Background: an optimization exercise with open tools, aiming at a short achievable clock period and few clock cycles. Do not read the settings as production practice. Only simulation tests tie the RTL to the original design; equivalence was not proved. Power is estimated from default activity; no workload was simulated.

==> design/flow/design.v <==
`default_nettype none
package busPkg;
  localparam int ApbAddrWidth = 8;    
  typedef enum logic [1:0] {
    RegionCtrl   = 2'b00,
    RegionReg    = 2'b01,
    RegionImemLo = 2'b10,
    RegionImemHi = 2'b11
  } regionT;
  localparam logic [ApbAddrWidth-1:0] CtrlAddr = 8'h00;   
  localparam logic [ApbAddrWidth-1:0] PcAddr = 8'h01;
  typedef enum logic [1:0] {
    StIdle,
    StFetch,
    StExecute,
    StHalted
  } stateT;
endpackage
`default_nettype wire
`default_nettype none
package isaPkg;
  localparam int DataWidth = 16;    
  localparam int RegAddrWidth = 4;
  typedef enum logic [3:0] {
    OpAdd    = 4'b0000,
    OpSub    = 4'b0001,
    OpRed    = 4'b0010,
    OpXor    = 4'b0011,
    OpSll    = 4'b0100,
    OpSra    = 4'b0101,
    OpRor    = 4'b0110,
    OpPaddsb = 4'b0111,
    OpLw     = 4'b1000,
    OpSw     = 4'b1001,
    OpLhb    = 4'b1010,
    OpLlb    = 4'b1011,
    OpB      = 4'b1100,
    OpBr     = 4'b1101,
    OpPcs    = 4'b1110,
    OpHlt    = 4'b1111
  } opcodeT;
  typedef enum logic [2:0] {
    CondNe     = 3'b000,
    CondEq     = 3'b001,
    CondGt     = 3'b010,
    CondLt     = 3'b011,
    CondGte    = 3'b100,
    CondLte    = 3'b101,
    CondOv     = 3'b110,
    CondUncond = 3'b111
  } condT;
  localparam int FlagN = 2;
  localparam int FlagV = 1;
  localparam int FlagZ = 0;
endpackage
`default_nettype wire
`timescale 1ns/100ps
`default_nettype none
module cpuTop #(
  parameter int ImemDepth = 64
) (
  input  logic                            clk,
  input  logic                            rstN,
  input  logic                            psel,
  input  logic                            penable,
  input  logic                            pwrite,
  input  logic [busPkg::ApbAddrWidth-1:0] paddr,
  input  logic [isaPkg::DataWidth-1:0]    pwdata,
  output logic [isaPkg::DataWidth-1:0]    prdata,
  output logic [isaPkg::DataWidth-1:0]    pc,
  output logic                            hlt
);
  function automatic logic isNop(input logic [3:0] op);
    case (op)
      4'h0, 4'h1, 4'h3, 4'ha, 4'hb, 4'hc, 4'hf: isNop = 1'b0;
      default:                                  isNop = 1'b1;
    endcase
  endfunction
  function automatic logic [3:0] regA(input logic [15:0] w);
    regA = ((w[15:12] == 4'ha) || (w[15:12] == 4'hb)) ? w[11:8] : w[7:4];
  endfunction
  function automatic logic isReal(input logic [3:0] op);
    case (op)
      4'h0, 4'h1, 4'h3, 4'ha, 4'hb: isReal = 1'b1;
      default:                      isReal = 1'b0;
    endcase
  endfunction
  function automatic logic carry15(input logic [15:0] a, input logic [15:0] b, input logic cin);
    logic [14:0] g0, p0, g1, p1, g2, p2, g3, p3, g4;
    g0 = a[14:0] & b[14:0];
    p0 = a[14:0] | b[14:0];
    g0[0] = g0[0] | (p0[0] & cin);
    for (int i = 0; i < 15; i++) begin
      g1[i] = (i >= 1) ? (g0[i] | (p0[i] & g0[i-1])) : g0[i];
      p1[i] = (i >= 1) ? (p0[i] & p0[i-1]) : p0[i];
    end
    for (int i = 0; i < 15; i++) begin
      g2[i] = (i >= 2) ? (g1[i] | (p1[i] & g1[i-2])) : g1[i];
      p2[i] = (i >= 2) ? (p1[i] & p1[i-2]) : p1[i];
    end
    for (int i = 0; i < 15; i++) begin
      g3[i] = (i >= 4) ? (g2[i] | (p2[i] & g2[i-4])) : g2[i];
      p3[i] = (i >= 4) ? (p2[i] & p2[i-4]) : p2[i];
    end
    for (int i = 0; i < 15; i++) begin
      g4[i] = (i >= 8) ? (g3[i] | (p3[i] & g3[i-8])) : g3[i];
    end
    carry15 = g4[14];
  endfunction
  function automatic logic condHolds(input logic [2:0] cond, input logic z, input logic n,
                                     input logic v);
    case (cond)
      3'd0:    condHolds = !z;
      3'd1:    condHolds = z;
      3'd2:    condHolds = !z && !n;
      3'd3:    condHolds = n;
      3'd4:    condHolds = z || !n;
      3'd5:    condHolds = n || z;
      3'd6:    condHolds = v;
      default: condHolds = 1'b1;
    endcase
  endfunction
  logic        running;
  logic        hltR;
  logic        startPulse;
  logic [15:0] pcR;
  logic [2:0]  flg;       
  logic        haltNow;
  wire startNow = psel && penable && pwrite && (paddr == 8'h00) && pwdata[0] && !running;
  logic [63:0][15:0] memw;
  logic [63:0][15:0] memNext;    
  logic              wrR;
  logic [5:0]        waddrR;
  logic [15:0]       wdataR;
  always_ff @(posedge clk or negedge rstN) begin
    if (!rstN) wrR <= 1'b0;
    else       wrR <= psel && penable && pwrite && paddr[7] && !running;
  end
  always_ff @(posedge clk) begin
    waddrR <= paddr[5:0];
    wdataR <= pwdata;
  end
  for (genvar k = 0; k < 64; k++) begin : g_mem
    always_ff @(posedge clk) begin
      if (wrR && (waddrR == 6'(k))) memw[k] <= wdataR;
    end
    assign memNext[k] = memw[(k + 1) % 64];
  end
  logic [63:0]      s1Nop;
  logic [63:0]      s1Br;
  logic [63:0]      s1Pair;
  for (genvar k = 0; k < 64; k++) begin : g_pre
    wire [15:0] w0   = memw[k];
    wire [15:0] w1   = memw[(k + 1) % 64];
    wire [3:0]  rd0  = w0[11:8];
    wire        wr0  = isReal(w0[15:12]) && (rd0 != 4'h0);
    wire        imm1 = (w1[15:12] == 4'ha) || (w1[15:12] == 4'hb);
    wire        dep  = wr0 && (imm1 ? (w1[11:8] == rd0) : ((w1[7:4] == rd0) || (w1[3:0] == rd0)));
    always_ff @(posedge clk) begin
      s1Nop[k]  <= isNop(w0[15:12]);
      s1Br[k]   <= (w0[15:12] == 4'hc);
      s1Pair[k] <= isReal(w0[15:12]) && isReal(w1[15:12]) && !dep;
    end
  end
  logic [63:0][2:0] memCond;
  logic [63:0][8:0] memOff;
  for (genvar k = 0; k < 64; k++) begin : g_fields
    assign memCond[k] = memw[k][11:9];
    assign memOff[k]  = memw[k][8:0];
  end
  localparam int TW = 21;
  logic [63:0][TW-1:0] tab;
  logic [63:0][1:0] sk;         
  logic [63:0]      cBr;        
  logic [63:0][2:0] cCond;      
  logic [63:0][5:0] cNtAbs;     
  logic [63:0][5:0] cTkAbs;     
  logic [63:0][9:0] cTkRel;     
  logic [63:0]      cSame;      
  logic [63:0]      cBack;      
  for (genvar j = 0; j < 64; j++) begin : g_cont
    assign sk[j] = s1Nop[j] ? (s1Nop[(j + 1) % 64] ? 2'd2 : 2'd1) : 2'd0;
  end
  for (genvar j = 0; j < 64; j++) begin : g_cont2
    wire [1:0] s  = sk[j];
    wire       bq = (s == 2'd0) ? s1Br[j] : (s == 2'd1) ? s1Br[(j + 1) % 64] : s1Br[(j + 2) % 64];
    wire [2:0] cq = (s == 2'd0) ? memCond[j] : (s == 2'd1) ? memCond[(j + 1) % 64] : memCond[(j + 2) % 64];
    wire [8:0] oq = (s == 2'd0) ? memOff[j] : (s == 2'd1) ? memOff[(j + 1) % 64] : memOff[(j + 2) % 64];
    wire [1:0] s2 = (s == 2'd0) ? sk[(j + 1) % 64] : (s == 2'd1) ? sk[(j + 2) % 64] : sk[(j + 3) % 64];
    wire [2:0] ntRel = 3'(s) + 3'd1 + 3'(s2);
    wire [9:0] tkRel = 10'(s) + 10'd1 + {oq[8], oq};
    assign cBr[j]    = bq;
    assign cCond[j]  = bq ? cq : 3'd7;
    assign cNtAbs[j] = bq ? (6'(j) + 6'(ntRel)) : (6'(j) + 6'(s));
    assign cTkAbs[j] = bq ? (6'(j) + tkRel[5:0]) : (6'(j) + 6'(s));
    assign cTkRel[j] = bq ? tkRel : 10'(s);
    assign cSame[j]  = !bq || (tkRel == 10'(ntRel));
    assign cBack[j]  = oq[8];
  end
  for (genvar k = 0; k < 64; k++) begin : g_tab
    localparam int J1 = (k + 1) % 64;
    localparam int J2 = (k + 2) % 64;
    wire       pair = s1Pair[k];
    wire       b0   = s1Br[k];
    wire [9:0] bTk    = 10'd1 + {memOff[k][8], memOff[k]};
    wire       bSame  = (bTk == 10'd1 + 10'(sk[J1]));
    wire [2:0] bCond  = bSame ? 3'd7 : memCond[k];
    wire [5:0] bNt    = 6'(k + 1) + 6'(sk[J1]);
    wire [5:0] bTkIdx = 6'(k) + bTk[5:0];
    wire       bPred  = (bCond == 3'd7) || memOff[k][8];
    wire [2:0] c1Cond = cSame[J1] ? 3'd7 : cCond[J1];
    wire [2:0] c2Cond = cSame[J2] ? 3'd7 : cCond[J2];
    wire [9:0] d1Tk   = 10'd1 + cTkRel[J1];
    wire [9:0] d2Tk   = 10'd2 + cTkRel[J2];
    wire       c1Pred = (c1Cond == 3'd7) || cBack[J1];
    wire       c2Pred = (c2Cond == 3'd7) || cBack[J2];
    always_ff @(posedge clk) begin
      if (b0)
        tab[k] <= {bPred, 1'b0, bCond, bNt, bTkIdx, bTk[9:6]};
      else if (pair)
        tab[k] <= {c2Pred, 1'b1, c2Cond, cNtAbs[J2], cTkAbs[J2], d2Tk[9:6]};
      else
        tab[k] <= {c1Pred, 1'b0, c1Cond, cNtAbs[J1], cTkAbs[J1], d1Tk[9:6]};
    end
  end
  logic [15:1][15:0] rf;
  wire  [15:0][15:0] rfv = {rf, 16'h0000};
  localparam int RW = 16 + 16 + TW + 6 + 4;
  logic [RW-1:0] dRecR;
  logic [RW-1:0] aRec;
  logic [RW-1:0] aOld;
  logic          missR;
  logic          dValid;
  wire  [RW-1:0] dRec = missR ? aOld : dRecR;
  logic          xPredTk;
  logic [5:0]    xNt;
  logic [5:0]    xTk;
  logic [3:0]    xTkHi;
  logic [5:0]    xIdx;
  logic [1:0][3:0] xRa;
  logic [1:0][3:0] xRb;
  wire [15:0] dWord  = dRec[RW-1 -: 16];
  wire [15:0] dWord2 = dRec[RW-17 -: 16];
  wire        dPredTk, dPair;
  wire [2:0]  dCond;
  wire [5:0]  dNtIdx, dTkIdx;
  wire [3:0]  dTkHi;
  wire [5:0]  dIdx;      
  wire [3:0]  dHi;       
  assign {dPredTk, dPair, dCond, dNtIdx, dTkIdx, dTkHi} = dRec[RW-33 -: TW];
  assign dIdx = dRec[9:4];
  assign dHi  = dRec[3:0];
  logic        eValid;
  logic        ePred;
  logic [1:0][15:0] eOpA;
  logic [1:0][15:0] eOpB;
  logic [1:0]  eCin;
  logic [1:0]  eIsXor;
  logic [1:0]  eIsLlb;
  logic [1:0]  eIsLhb;
  logic [1:0]  eSetsNV;
  logic [1:0]  eSetsZ;
  logic [1:0]  eWrEn;
  logic [1:0][3:0] eRd;
  logic [2:0]  eCond;
  logic        eHlt;
  logic [5:0]  eIdx;
  logic [3:0]  eHi;
  logic [1:0][15:0] aluRes;
  logic [1:0]       laneZ;
  logic [1:0] c15;       
  logic [1:0] agreeL;
  logic [1:0] a15L;
  for (genvar l = 0; l < 2; l++) begin : g_alu
    wire [15:0] a     = eOpA[l];
    wire [15:0] b     = eOpB[l];
    wire [15:0] sum   = a + b + {15'b0, eCin[l]};
    wire        agree = (a[15] == b[15]);
    wire        ovf   = agree && (c15[l] != a[15]);
    wire [15:0] sat   = ovf ? {a[15], {15{!a[15]}}} : sum;
    assign c15[l]    = carry15(a, b, eCin[l]);
    assign agreeL[l] = agree;
    assign a15L[l]   = a[15];
    wire [15:0] pBits   = a ^ b;
    wire [15:0] carryIf = {a[14:0] | b[14:0], eCin[l]};
    wire        zeroRaw = (pBits == carryIf);
    wire        zAS     = zeroRaw && !(a[15] && b[15] && !eCin[l]);
    wire        zX      = (a == b);
    assign laneZ[l] = eIsXor[l] ? zX : zAS;
    always_comb begin
      if (eIsXor[l])      aluRes[l] = a ^ b;
      else if (eIsLlb[l]) aluRes[l] = {a[15:8], b[7:0]};
      else if (eIsLhb[l]) aluRes[l] = {b[15:8], a[7:0]};
      else                aluRes[l] = sat;
    end
  end
  wire zA = eSetsZ[1] ? laneZ[1] : eSetsZ[0] ? laneZ[0] : flg[0];
  logic [3:0] takenIf;    
  for (genvar c = 0; c < 4; c++) begin : g_takenIf
    wire n0 = agreeL[0] ? a15L[0] : !c[0];
    wire v0 = agreeL[0] && (c[0] != a15L[0]);
    wire n1 = agreeL[1] ? a15L[1] : !c[1];
    wire v1 = agreeL[1] && (c[1] != a15L[1]);
    wire nA = eSetsNV[1] ? n1 : eSetsNV[0] ? n0 : flg[2];
    wire vA = eSetsNV[1] ? v1 : eSetsNV[0] ? v0 : flg[1];
    assign takenIf[c] = condHolds(eCond, zA, nA, vA);
  end
  wire taken = takenIf[{c15[1], c15[0]}];
  wire nA    = eSetsNV[1] ? (agreeL[1] ? a15L[1] : !c15[1]) :
               eSetsNV[0] ? (agreeL[0] ? a15L[0] : !c15[0]) : flg[2];
  wire vA    = eSetsNV[1] ? (agreeL[1] && (c15[1] != a15L[1])) :
               eSetsNV[0] ? (agreeL[0] && (c15[0] != a15L[0])) : flg[1];
  assign haltNow = eValid && eHlt;
  logic [1:0][15:0] cOpA;      
  logic [1:0][15:0] cOpB;
  logic [1:0]       cCin;
  logic [1:0]       cIsXor;
  logic [1:0]       cIsLlb;
  logic [1:0]       cIsLhb;
  logic [1:0]       cAS;
  logic [1:0]       cWrites;
  logic [1:0][3:0]  cRd;
  wire              cHlt = (dWord[15:12] == 4'hf);
  for (genvar l = 0; l < 2; l++) begin : g_lane
    wire [15:0] w     = l ? dWord2 : dWord;
    wire        on    = l ? dPair : 1'b1;
    wire [3:0]  op    = w[15:12];
    wire        isImm = (op == 4'ha) || (op == 4'hb);
    wire [3:0]  ra    = xRa[l];
    wire [3:0]  rb    = xRb[l];
    wire        fA1   = eWrEn[1] && (eRd[1] == ra);
    wire        fA0   = eWrEn[0] && (eRd[0] == ra);
    wire        fB1   = eWrEn[1] && (eRd[1] == rb);
    wire        fB0   = eWrEn[0] && (eRd[0] == rb);
    wire [15:0] aV    = fA1 ? aluRes[1] : fA0 ? aluRes[0] : rfv[ra];
    wire [15:0] bV    = fB1 ? aluRes[1] : fB0 ? aluRes[0] : rfv[rb];
    assign cOpA[l]    = aV;
    assign cOpB[l]    = isImm ? {w[7:0], w[7:0]} : ((op == 4'h1) ? ~bV : bV);
    assign cCin[l]    = (op == 4'h1);
    assign cIsXor[l]  = (op == 4'h3);
    assign cIsLlb[l]  = (op == 4'hb);
    assign cIsLhb[l]  = (op == 4'ha);
    assign cAS[l]     = on && ((op == 4'h0) || (op == 4'h1));
    assign cWrites[l] = on && isReal(op) && (w[11:8] != 4'h0);
    assign cRd[l]     = w[11:8];
  end
  logic [1:0][RW-1:0] fRec;    
  for (genvar j = 0; j < 2; j++) begin : g_f
    wire [5:0] idx = j ? xTk : xNt;
    assign fRec[j] = {memw[idx], memNext[idx], tab[idx], idx, (j ? xTkHi : 4'd0)};
  end
  logic [63:0] flip;
  logic [5:0]  eIdxR;
  wire         dGuessTk = xPredTk ^ flip[xIdx];
  wire [RW-1:0] fGuess = dGuessTk ? fRec[1] : fRec[0];
  wire [RW-1:0] fOther = dGuessTk ? fRec[0] : fRec[1];
  wire advance = running && !haltNow && !startPulse;
  wire miss    = eValid && (taken != ePred);
  wire goE     = advance && dValid && !miss;
  always_ff @(posedge clk or negedge rstN) begin
    if (!rstN) begin
      eValid  <= 1'b0;
      eWrEn   <= 2'b00;
      eSetsNV <= 2'b00;
      eSetsZ  <= 2'b00;
    end else begin
      eValid     <= goE;
      eWrEn[1]   <= goE && cWrites[1];
      eWrEn[0]   <= goE && cWrites[0] && !(cWrites[1] && (cRd[1] == cRd[0]));
      eSetsNV[0] <= goE && cAS[0];
      eSetsNV[1] <= goE && cAS[1];
      eSetsZ[0]  <= goE && (cAS[0] || cIsXor[0]);
      eSetsZ[1]  <= goE && (cAS[1] || (cIsXor[1] && dPair));
    end
  end
  always_ff @(posedge clk) begin
    eOpA   <= cOpA;
    eOpB   <= cOpB;
    eCin   <= cCin;
    eIsXor <= cIsXor;
    eIsLlb <= cIsLlb;
    eIsLhb <= cIsLhb;
    eRd    <= cRd;
    eCond  <= dCond;
    ePred  <= dGuessTk;
    eIdxR  <= eIdx;
    eHlt   <= cHlt;
    eIdx   <= dIdx;
    eHi    <= dHi;
  end
  localparam logic [RW-1:0] VirtRec = {16'h2000, 16'h2000, 1'b1, 1'b0, 3'd7, 6'd0, 6'd0, 4'd0, 6'd0, 4'd0};
  always_ff @(posedge clk) begin
    if (!advance) begin
      dRecR  <= VirtRec;
      aRec   <= VirtRec;
      dValid <= 1'b0;
    end else begin
      dRecR  <= fGuess;
      aRec   <= fOther;
      dValid <= 1'b1;
    end
    aOld <= aRec;
  end
  wire [RW-1:0] xSrc = !advance ? VirtRec : miss ? aRec : fGuess;
  wire [15:0]   xW0  = xSrc[RW-1 -: 16];
  wire [15:0]   xW1  = xSrc[RW-17 -: 16];
  always_ff @(posedge clk) begin
    {xPredTk, xNt, xTk, xTkHi} <= {xSrc[RW-33], xSrc[RW-38 -: 16]};
    xIdx   <= xSrc[9:4];
    xRa[0] <= regA(xW0);
    xRb[0] <= xW0[3:0];
    xRa[1] <= regA(xW1);
    xRb[1] <= xW1[3:0];
  end
  always_ff @(posedge clk or negedge rstN) begin
    if (!rstN) missR <= 1'b0;
    else       missR <= advance && miss;
  end
  for (genvar k = 0; k < 64; k++) begin : g_flip
    always_ff @(posedge clk) begin
      if (startPulse)                         flip[k] <= 1'b0;
      else if (missR && (eIdxR == 6'(k)))     flip[k] <= !flip[k];
    end
  end
  for (genvar r = 1; r < 16; r++) begin : g_rf
    always_ff @(posedge clk or negedge rstN) begin
      if (!rstN)                             rf[r] <= 16'h0000;
      else if (eWrEn[1] && (eRd[1] == 4'(r))) rf[r] <= aluRes[1];
      else if (eWrEn[0] && (eRd[0] == 4'(r))) rf[r] <= aluRes[0];
    end
  end
  always_ff @(posedge clk or negedge rstN) begin
    if (!rstN)           flg <= 3'b000;
    else if (startPulse) flg <= 3'b000;
    else                 flg <= {nA, vA, zA};
  end
  wire [15:0] pcNext = {pcR[15:7] + {{5{eHi[3]}}, eHi} + {8'b0, (eIdx < pcR[6:1])}, eIdx, 1'b0};
  always_ff @(posedge clk or negedge rstN) begin
    if (!rstN)           pcR <= 16'h0000;
    else if (startPulse) pcR <= 16'h0000;
    else if (eValid)     pcR <= pcNext;
  end
  logic [15:0] pcOut;
  always_ff @(posedge clk or negedge rstN) begin
    if (!rstN)        pcOut <= 16'h0000;
    else if (haltNow) pcOut <= pcNext;
  end
  always_ff @(posedge clk or negedge rstN) begin
    if (!rstN) begin
      running    <= 1'b0;
      hltR       <= 1'b0;
      startPulse <= 1'b0;
    end else begin
      startPulse <= startNow;
      if (startNow) begin
        running <= 1'b1;
        hltR    <= 1'b0;
      end else if (haltNow) begin
        running <= 1'b0;
        hltR    <= 1'b1;
      end
    end
  end
  assign pc  = pcOut;
  assign hlt = hltR;
  logic [15:0] rdata;
  always_comb begin
    rdata = 16'h0000;
    if (paddr == 8'h00)            rdata = {14'b0, hltR || haltNow, running && !haltNow};
    else if (paddr == 8'h01)       rdata = pcR;
    else if (paddr[7:6] == 2'b01)  rdata = rfv[paddr[3:0]];
  end
  always_ff @(posedge clk or negedge rstN) begin
    if (!rstN)                            prdata <= 16'h0000;
    else if (psel && !penable && !pwrite) prdata <= rdata;
    else                                  prdata <= 16'h0000;
  end
endmodule
`default_nettype wire
==> design/flow/flow/run.sh <==
#!/bin/bash
# The standard layout (the standard.sh) with these changes to how it is
# made; the SDC and the design are unchanged:
#  - the port buffers are buf_4 cells instead of the default choice (a slow
#    delay buffer), every port still gets its buffer;
#  - global routing is offered less of met1/met2 (flow/fastroute.tcl), which
#    eases detailed routing of this mux-heavy design.
set -euo pipefail
bash standard.sh SETUP_SLACK_MARGIN=6.5 TNS_END_PERCENT=20 \
  "BUFFER_PORTS_ARGS=-buffer_cell sky130_fd_sc_hd__buf_4" \
  "FASTROUTE_TCL=$PWD/flow/fastroute.tcl" finish > standard_flow.log 2>&1
==> design/flow/flow/fastroute.tcl <==
# Global routing layers as the platform sets them, with less of met1 and met2
# offered to global routing, so that more wires go up to met3/met4 and the
# detailed router finds room for pin access on the lower layers.
set_global_routing_layer_adjustment met1 0.6
set_global_routing_layer_adjustment met2 0.4
set_global_routing_layer_adjustment met3-$::env(MAX_ROUTING_LAYER) 0.2

set_routing_layers -clock $::env(MIN_CLK_ROUTING_LAYER)-$::env(MAX_ROUTING_LAYER)
set_routing_layers -signal $::env(MIN_ROUTING_LAYER)-$::env(MAX_ROUTING_LAYER)
==> design/flow/standard.sh <==
#!/bin/bash
# synth_recipe.tcl (not shown) runs the flow's synth.tcl, then flattens the netlist and writes it again
# the make line also repeats each setting of config.mk as NAME=value (left out here)
make -C /OpenROAD-flow-scripts/flow DESIGN_CONFIG=/design/flow/config.mk WORK_HOME=/design/flow/orfs CLKGATE_MAP_FILE= SYNTH_SCRIPT=/design/flow/synth_recipe.tcl "${@:-finish}"
==> design/flow/config.mk <==
export PLATFORM = sky130hd
export DESIGN_NAME = cpuTop
export DESIGN_NICKNAME = cpuTop
export VERILOG_FILES = /design/flow/design.v
export SDC_FILE = /design/flow/constraint.sdc
export NUM_CORES = 4
export LEC_CHECK = 0
export CAP_MARGIN = 20
export CELL_PAD_IN_SITES_DETAIL_PLACEMENT = 1
export CELL_PAD_IN_SITES_GLOBAL_PLACEMENT = 1
export CORE_MARGIN = 2
export CORE_UTILIZATION = 25
export CTS_CLUSTER_DIAMETER = 100
export CTS_CLUSTER_SIZE = 30
export PLACE_DENSITY = 0.35
export SETUP_SLACK_MARGIN = 5
export SLEW_MARGIN = 20
==> design/flow/constraint.sdc <==
create_clock -name core_clock -period 10.0 [get_ports {clk}]
set_input_delay 2.0000 -clock core_clock [delete_from_list [all_inputs] [get_ports {clk}]]
set_output_delay 2.0000 -clock core_clock [all_outputs]
set_load 0.01 [all_outputs]
==> metrics.md, run 1 <==
| Metric | Value |
|---|---|
| LEAKAGE | 0.127 uW |
| Syn Inst Count | 29134 |
| Sequential fraction of the synthesis area | 27.5% |
| Crit start category | flop |
| RSZ-0062 raised after global routing | true |
| Antenna-violating nets left | 0 |
| # Max-Cap Violations | 0 |
| CTS buffer count | 321 |
| Yosys warning count | 1 |
| CTS sink cnt | 3155 |
| M2 GR Usage | 68.8% |
| Yosys cell types | 108 |
| Die ar. | 1100000 um^2 |
| Crit path top cell by count | o21ai_2 |
| Via count | 269435 |
| CTS tree | done |
| Crit-path max FO | 4 |
| Hold buffers post-CTS | 0 |
| Synth Flop Type | dfxtp_1 |
| Root buf cell | clkbuf_16 |
| GR peak layer | met2 |
| Initial antenna violation count | 519 |
| Maximum vdd drop | 0.142 mV |
| Skew-Pair Late Insertion Delay | 1180 ps |
| Layout area overhead | 31.1% |
| TritonRoute pass-1 iters | 5 |
| Hold Vio Cnt, Final | 0 |
| Commonest non-fill, non-tap cell in the layout | buf_4 |
| Initial DRC count | 13262 |
| First-pass GRT wire length | 2850000 um |
| CP required | 11050 ps |
| Final min period | 4060 ps |
| Clock Skew | 96.4 ps |
| Average routed wire per standard cell | 47.1 um |
| Most frequent cells in the layout | buf_4 (2811), nand2_1 (2735), mux4_2 (2376) |
| Placed cell areas | 298000 um^2 |
| Vias in the first global route | 291456 |
| Vias per inst | 5.81 |
| # nets final | 31554 |
| Top achievable clock speed | 0.246 GHz |
| Slowest CP cell | mux2i_4 |
| Final HPWL DP | 1610000 um |
| Gpl congestion | 1.07 |
| DRC viols | 0 |
| Synth Cell Area | 273000 um^2 |
| CP arrival | 5110 ps |
| Syn Nets | 30011 |
| Setup Total Neg Slack | 0 ps |
| Clock transition at path regs | 120 ps |
| Worst rel slew slack | 10.0% |
| Period utilization | 40.6% |
| GRT Total Usage | 52.1% |
| Num ports | 62 |
| GRT met1 Usage | 67.1% |
| CP Class | flop to flop |
| Worst Tran Pin Value | 1340 ps |
| Mean post-synth cell area | 9.36 um^2 |
| Post-synth EDFFs | 1024 |
| Standard-cell rows | 383 |
| H-tree levels | 5 |
| Grt met3 use | 36.3% |
| Synth Register Bits | 3155 |
| Outcome | finished clean |
| Fraction of layout cells with a size suffix above 1 | 34.1% |
| CTS Buffer Depth | 5 |
| Slowest stage delay, CP | 440 ps |
| Overall power | 29200 uW |
| GRT Residual Overflow | 0 |
| Fin. max-slew vios | 0 |
| Die width | 1050 um |
| Asr flop ratio synth | 9.54% |
| Largest net degree at the start of global routing | 124 |
| P per Cell Area | 81.7 nW/um^2 |
| Die H | 1050 um |
| Final instance area | 358000 um^2 |
| Critical path, cell by cell | nand2b_4 > inv_4 > buf_12 > mux2i_4 > o21ai_2 > ha_2 > fa_2 > a21o_1 > a31oi_1 > o21ai_2 > nor3b_4 > nor2b_4 > a21oi_4 > a221oi_4 > a21oi_1 |
| Setup violations, final | 0 |
| I/O Buffers | 60 |
| Hold crit path type | flop to flop |
| Core area | 1090000 um^2 |
| WL final | 2190000 um |
| Crit end category | flop |
| Initial Utilization | 25.1% |
kinds of logic after synthesis:
| group | after synthesis | synth area share, % |
|---|---|---|
| AND/OR/NAND/NOR | 8575 | 14.8 |
| buffers and inverters | 3452 | 4.84 |
| multiplexers | 3744 | 24.8 |
| flip-flops | 3155 | 27.5 |
| adder cells (fa/ha/maj) | 848 | 4.26 |
| other | 1 | 0.00138 |
| AO/OA/AOI/OAI | 6712 | 15.4 |
| XOR/XNOR | 2647 | 8.50 |
area by class of cell:
class | count | area [um^2]
Multi-Input combinational cell | 22583 | 208000
Clock buffer | 362 | 8590
Fill cell | 120328 | 730000
Clock inverter | 224 | 3130
Antenna cell | 1025 | 2560
Inverter | 846 | 3740
Tap cell | 14437 | 18100
Sequential cell | 3155 | 75400
Timing Repair Buffer | 3770 | 38500
report_power, final:
group	total, uW	switching [uW]	leakage [uW]	internal, uW
clock	14600	7670	0.00569	6970
combinational	1260	868	0.0927	394
sequential	13300	91.0	0.0285	13200
cells in the mapped netlist, types with 391 or more instances:
cell type | number | share of area, %
mux2i_1 | 1121 | 4.1
nor3_1 | 708 | 1.3
edfxtp_1 | 1024 | 11
a211oi_1 | 467 | 1.3
clkbuf_1 | 1872 | 2.6
nand2_1 | 2952 | 4.1
nor2b_1 | 391 | 0.90
dfxtp_1 | 1830 | 13
o21ai_0 | 1880 | 3.5
buf_1 | 561 | 0.77
inv_1 | 793 | 1.1
nor2_1 | 2072 | 2.9
xor2_1 | 1504 | 4.8
ha_1 | 714 | 3.3
nand3_1 | 658 | 1.2
a21oi_1 | 1862 | 3.4
mux4_2 | 2376 | 20
xnor2_1 | 1143 | 3.7
worst max-delay path: cells and delay by family, from the launching register on:
kind | cells | cell delay, ps
buffers and inverters | 2 | 240
DFF | 1 | 420
muxes | 1 | 440
and+or+nand+nor | 3 | 700
adders and majority gates | 2 | 640
AOI/OAI and AO/OA | 7 | 1470
per-layer routing:
| layer | wire, um | share of wire (%) |
|---|---|---|
| met1 | 653000 | 30 |
| met3 | 391000 | 18 |
| met5 | 6640 | 0.30 |
| met2 | 856000 | 39 |
| met4 | 279000 | 13 |
final timing paths:
path,slack [ps],cells past startpoint,end,from
min reg2reg,320,0,aOld[3],aRec[3]
max in group asynchronous,7210,3,rf[237],rstN
max,5940,15,tab[1326],s1Nop[1]
min in group asynchronous,780,1,flg[0],rstN
max reg2reg,5940,15,tab[1326],s1Nop[1]
min,320,0,aOld[3],aRec[3]
through the flow:
step	cells	hold WS (ps)	setup slack, ps	utilization (%)
after global routing	46001	333	5820	32.8
after detailed placement	42369	313	4260	27.4
after CTS	44600	321	6000	31.2
after floorplan	29134	310	5900	-
after global placement	42354	315	2460	27.3
final	46402	316	5940	32.9
registers in the layout, summed over array words and instances (netlist names), 46 cells and up:
register  count
aOld         46
aRec         63
dRecR        46
flip         64
memw       1024
rf          240
s1Br         64
s1Nop        64
s1Pair       64
tab        1256
repair_timing:
action / in CTS / in global routing
resized for setup: 2725 / 1862
pin swaps: 693 / 813
gates cloned: 211 / 14
setup endpoints to repair: 1622 / 1329
buffers inserted: 1434 / 755
Testbench counts, summed over its fixed seeds: cycles 26,778.
==> run 2, diff against run 1 <==
==> design/flow/run.sh (new file) <==
#!/bin/bash
# synth_recipe.tcl (not shown) runs the flow's synth.tcl, then flattens the netlist and writes it again
# the make line also repeats each setting of config.mk as NAME=value (left out here)
make -C /OpenROAD-flow-scripts/flow DESIGN_CONFIG=/design/flow/config.mk WORK_HOME=/design/flow/orfs CLKGATE_MAP_FILE= SYNTH_SCRIPT=/design/flow/synth_recipe.tcl finish
--- a/design/flow/config.mk
+++ b/design/flow/config.mk
@@ -11,6 +11,4 @@
 export CORE_MARGIN = 2
-export CORE_UTILIZATION = 25
-export CTS_CLUSTER_DIAMETER = 100
-export CTS_CLUSTER_SIZE = 30
-export PLACE_DENSITY = 0.35
+export CORE_UTILIZATION = 22
+export PLACE_DENSITY = 0.3
 export SETUP_SLACK_MARGIN = 5
removed: design/flow/flow/run.sh
removed: design/flow/flow/fastroute.tcl
removed: design/flow/standard.sh
==> run 2 against run 1 <==
Effect of this change: still clean; die area up 14%; fmax down 21%; clock power up about 30%; setup slack worse by 1100 ps; register-to-register slack worse by 1100 ps; clock skew about the same; sequential power about the same; synthesized area unchanged; critical endpoint is now xRa[3].
==> metrics.md, run 2 <==
| Metric | Value |
|---|---|
| Hold crit path type | flop to flop |
| Count leader, synth | nand2_1 |
| H-tree levels | 5 |
| Internal power | 24600 uW |
| Clock transition at path regs | 60 ps |
| CTS buffer count | 477 |
| Met1 WL | 899000 um |
| # nets final | 29490 |
| Clock share of power | 56.9% |
| Slowest CP cell | a22oi_1 |
| Top cells by area, synth | mux4_2 (20%), dfxtp_1 (13%), edfxtp_1 (11%) |
| Reg power frac | 40.0% |
| Yosys warning count | 1 |
| Die ar. | 1250000 um^2 |
| Commonest non-fill, non-tap cell in the layout | nand2_1 |
| Switch share | 26.3% |
| Num ports | 62 |
| Vias in the first global route | 255739 |
| CTS Buffer Depth | 5 |
| RSZ-0062 raised after global routing | true |
| Die H | 1120 um |
| Top post-synthesis cells by count | nand2_1 (2952), mux4_2 (2376), nor2_1 (2072) |
| Crit path top cell by count | a22oi_1 |
| Top achievable clock speed | 0.194 GHz |
| Asr flop ratio synth | 9.54% |
| Met2 WL | 1000000 um |
| Slowest stage delay, CP | 600 ps |
| Sequential fraction of the synthesis area | 27.5% |
| Outcome | finished clean |
| Crit end category | flop |
| Initial antenna violation count | 390 |
| CP Class | flop to flop |
| Hold Vio Cnt, Final | 0 |
| Syn Inst Count | 29134 |
| Worst rel slew slack | 13.8% |
| Die width | 1120 um |
| Top Layer Used | met5 |
| Crit start category | flop |
| Initial Utilization | 22.0% |
| WL final | 2130000 um |
| Average routed wire per standard cell | 46.3 um |
| Maximum vdd drop | 0.167 mV |
| Final min period | 5160 ps |
| DR WL met3 | 115000 um |
| Gpl congestion | 0.935 |
| Synth Flop Type | dfxtp_1 |
| CP arrival | 6210 ps |
| CP required | 11060 ps |
| Yosys cell types | 108 |
| Synth Register Bits | 3155 |
| Skew-Pair Late Insertion Delay | 1250 ps |
| Synth Cell Area | 273000 um^2 |
| Standard-cell rows | 409 |
| Syn Nets | 30011 |
| TritonRoute pass-1 iters | 8 |
| Clock Skew | 96.7 ps |
| Crit-path leading delay family | compound AO/OA/AOI/OAI gates |
| Layout area overhead | 16.2% |
| Final HPWL DP | 1670000 um |
| Comb power frac | 3.2% |
| Vias per inst | 5.62 |
| Yosys top cell by area | mux4_2 |
| CP bufs+invs | 2 |
| Period utilization | 51.6% |
| Crit-path max FO | 44 |
| Most frequent cells in the layout | nand2_1 (2926), mux4_2 (2376), nor2_1 (2001) |
| Finished Core Util | 25.6% |
| Top-area cell type share of the netlist area | 19.6% |
| Critical path, cell by cell | buf_6 > nor2_4 > buf_4 > a22oi_1 > nand2_1 > a22oi_1 > o221ai_1 > and3b_1 > mux2_2 > o21ai_0 > mux2i_1 |
| Antenna-violating nets left | 0 |
| Max reg flops | 1256 |
| CTS sink cnt | 3155 |
| Setup Total Neg Slack | 0 ps |
| Fin. max-slew vios | 0 |
| Initial DRC count | 25978 |
| Filler cells | 140058 |
| Largest net degree at the start of global routing | 128 |
| P per Cell Area | 105 nW/um^2 |
| LEAKAGE | 0.111 uW |
| Root buf cell | clkbuf_16 |
| Core area | 1240000 um^2 |
| Worst Tran Pin Value | 1290 ps |
| GRT Total Usage | 32.9% |
| Fraction of layout cells with a size suffix above 1 | 19.3% |
| I/O Buffers | 60 |
| Register with the most flip-flops | tab |
| Fin Hold WS | 326 ps |
| CTS tree | done |
| DRC viols | 0 |
| Mean post-synth cell area | 9.36 um^2 |
| First-pass GRT wire length | 2730000 um |
| # Max-Cap Violations | 0 |
| GRT Residual Overflow | 0 |
| Switching pwr | 8790 uW |
| Via count | 258388 |
| Post-synth EDFFs | 1024 |
| Setup violations, final | 0 |
| Biggest regs | tab: 1256 flops, memw: 1024 flops, rf: 240 flops |
## run 2: worst paths after layout
kind                       startpoint         to  slack (ps)  depth (start not counted)
max                            xTk[3]     xRa[3]        4840                         11
min                           aRec[0]    aOld[0]         330                          0
max reg2reg                    xTk[3]     xRa[3]        4840                         11
min reg2reg                   aRec[0]    aOld[0]         330                          0
max in group asynchronous        rstN  prdata[4]        7230                          3
min in group asynchronous        rstN     flg[0]         670                          1
## run 2: what timing repair did
item | 4_1_cts | 5_1_grt
gates cloned | 3 | 0
pin swaps | 2 | 6
setup endpoints to repair | 426 | 440
gates resized for setup | 198 | 201
hold buffers | 0 | 0
setup buffers | 26 | 34
## run 2: cells by family (layout without fill, tap and decap cells)
| kind of cell | count (synthesis) | in the layout | synth area share [%] |
|---|---|---|---|
| adder cells (fa/ha/maj) | 848 | 848 | 4.26 |
| AND/OR/NAND/NOR | 8575 | 8575 | 14.8 |
| buffers and inverters | 3452 | 3340 | 4.84 |
| XOR/XNOR | 2647 | 2647 | 8.50 |
| multiplexers | 3744 | 3744 | 24.8 |
| flip-flops | 3155 | 3155 | 27.5 |
| other | 1 | 506 | 0.00138 |
| AO/OA/AOI/OAI | 6712 | 6712 | 15.4 |
## run 2: layout make-up
| type | count | area [um^2] | area share [%] |
|---|---|---|---|
| antenna | 505 | 1260 | 0.399 |
| clock buffer | 637 | 13200 | 4.18 |
| clock inverter | 251 | 3380 | 1.07 |
| inverter | 846 | 3260 | 1.03 |
| multi-input combinational | 22527 | 187000 | 59.0 |
| sequential | 3155 | 75100 | 23.7 |
| tap | 16440 | 20600 | 6.49 |
| timing repair buffer | 1606 | 13100 | 4.12 |
## run 2: layer usage
layer | track usage [%] | up-vias
met5 | 0 | -
met4 | 14.5 | 124
met3 | 5.20 | 2464
met2 | 54.7 | 9198
met1 | 42.2 | 138644
li1 | - | 107958
## run 2: through the flow
stage          total power, uW  instance area (um^2)  instances  setup WS (ps)
6_report                 33400                317000      45967           4840
5_1_grt                  34200                316000      45759           4960
4_1_cts                  33900                314000      45425           4900
3_5_place_dp             14700                297000      44508           4140
3_3_place_gp             14700                296000      44502           3790
2_1_floorplan            14000                273000      29134           4960
## run 2: power by group through the flow
stage / Combinational (uW) / Clock, uW / Sequential [uW]
after floorplan: 437 / 0 / 13600
after global placement: 1040 / 0 / 13600
after detailed placement: 1040 / 0 / 13600
after CTS: 1050 / 19500 / 13400
after global routing: 1080 / 19800 / 13300
final: 1060 / 19000 / 13400

## what the ideal ports hide
The flow's constraints put no driver on any port. The routed layouts listed below were extracted and timed again, unchanged, in two steps. Step 1 sets driving cells, clkbuf_16 on the clock port and buf_2 on the other inputs (assumed; they add their load-dependent delay and slew). Step 2 adds t to the input delays and takes it off the output delays; t is the mean of the earliest and latest rising clock arrival at the registers after step 1. Input paths then give back, and output paths get back, about the clock's delay inside the block. Three values: ideal ports, drivers, drivers and shift; two values: the first two.
run | shift t [ns] | setup slack, ns | worst setup path after step 2 | worst register clock-pin slew, ns | cell pins on the clock port's net
run 1 | 1.316 | 5.939 / 5.939 / 5.297 | input to register | 0.12 / 0.12 | 1
run 2 | 1.359 | 4.843 / 4.843 / 4.694 | input to register | 0.08 / 0.08 | 1
After both steps every run listed still meets setup and hold. The setup slack of run 1, which loses most, moves by 0.000 ns with the drivers and by -0.642 ns with both steps.
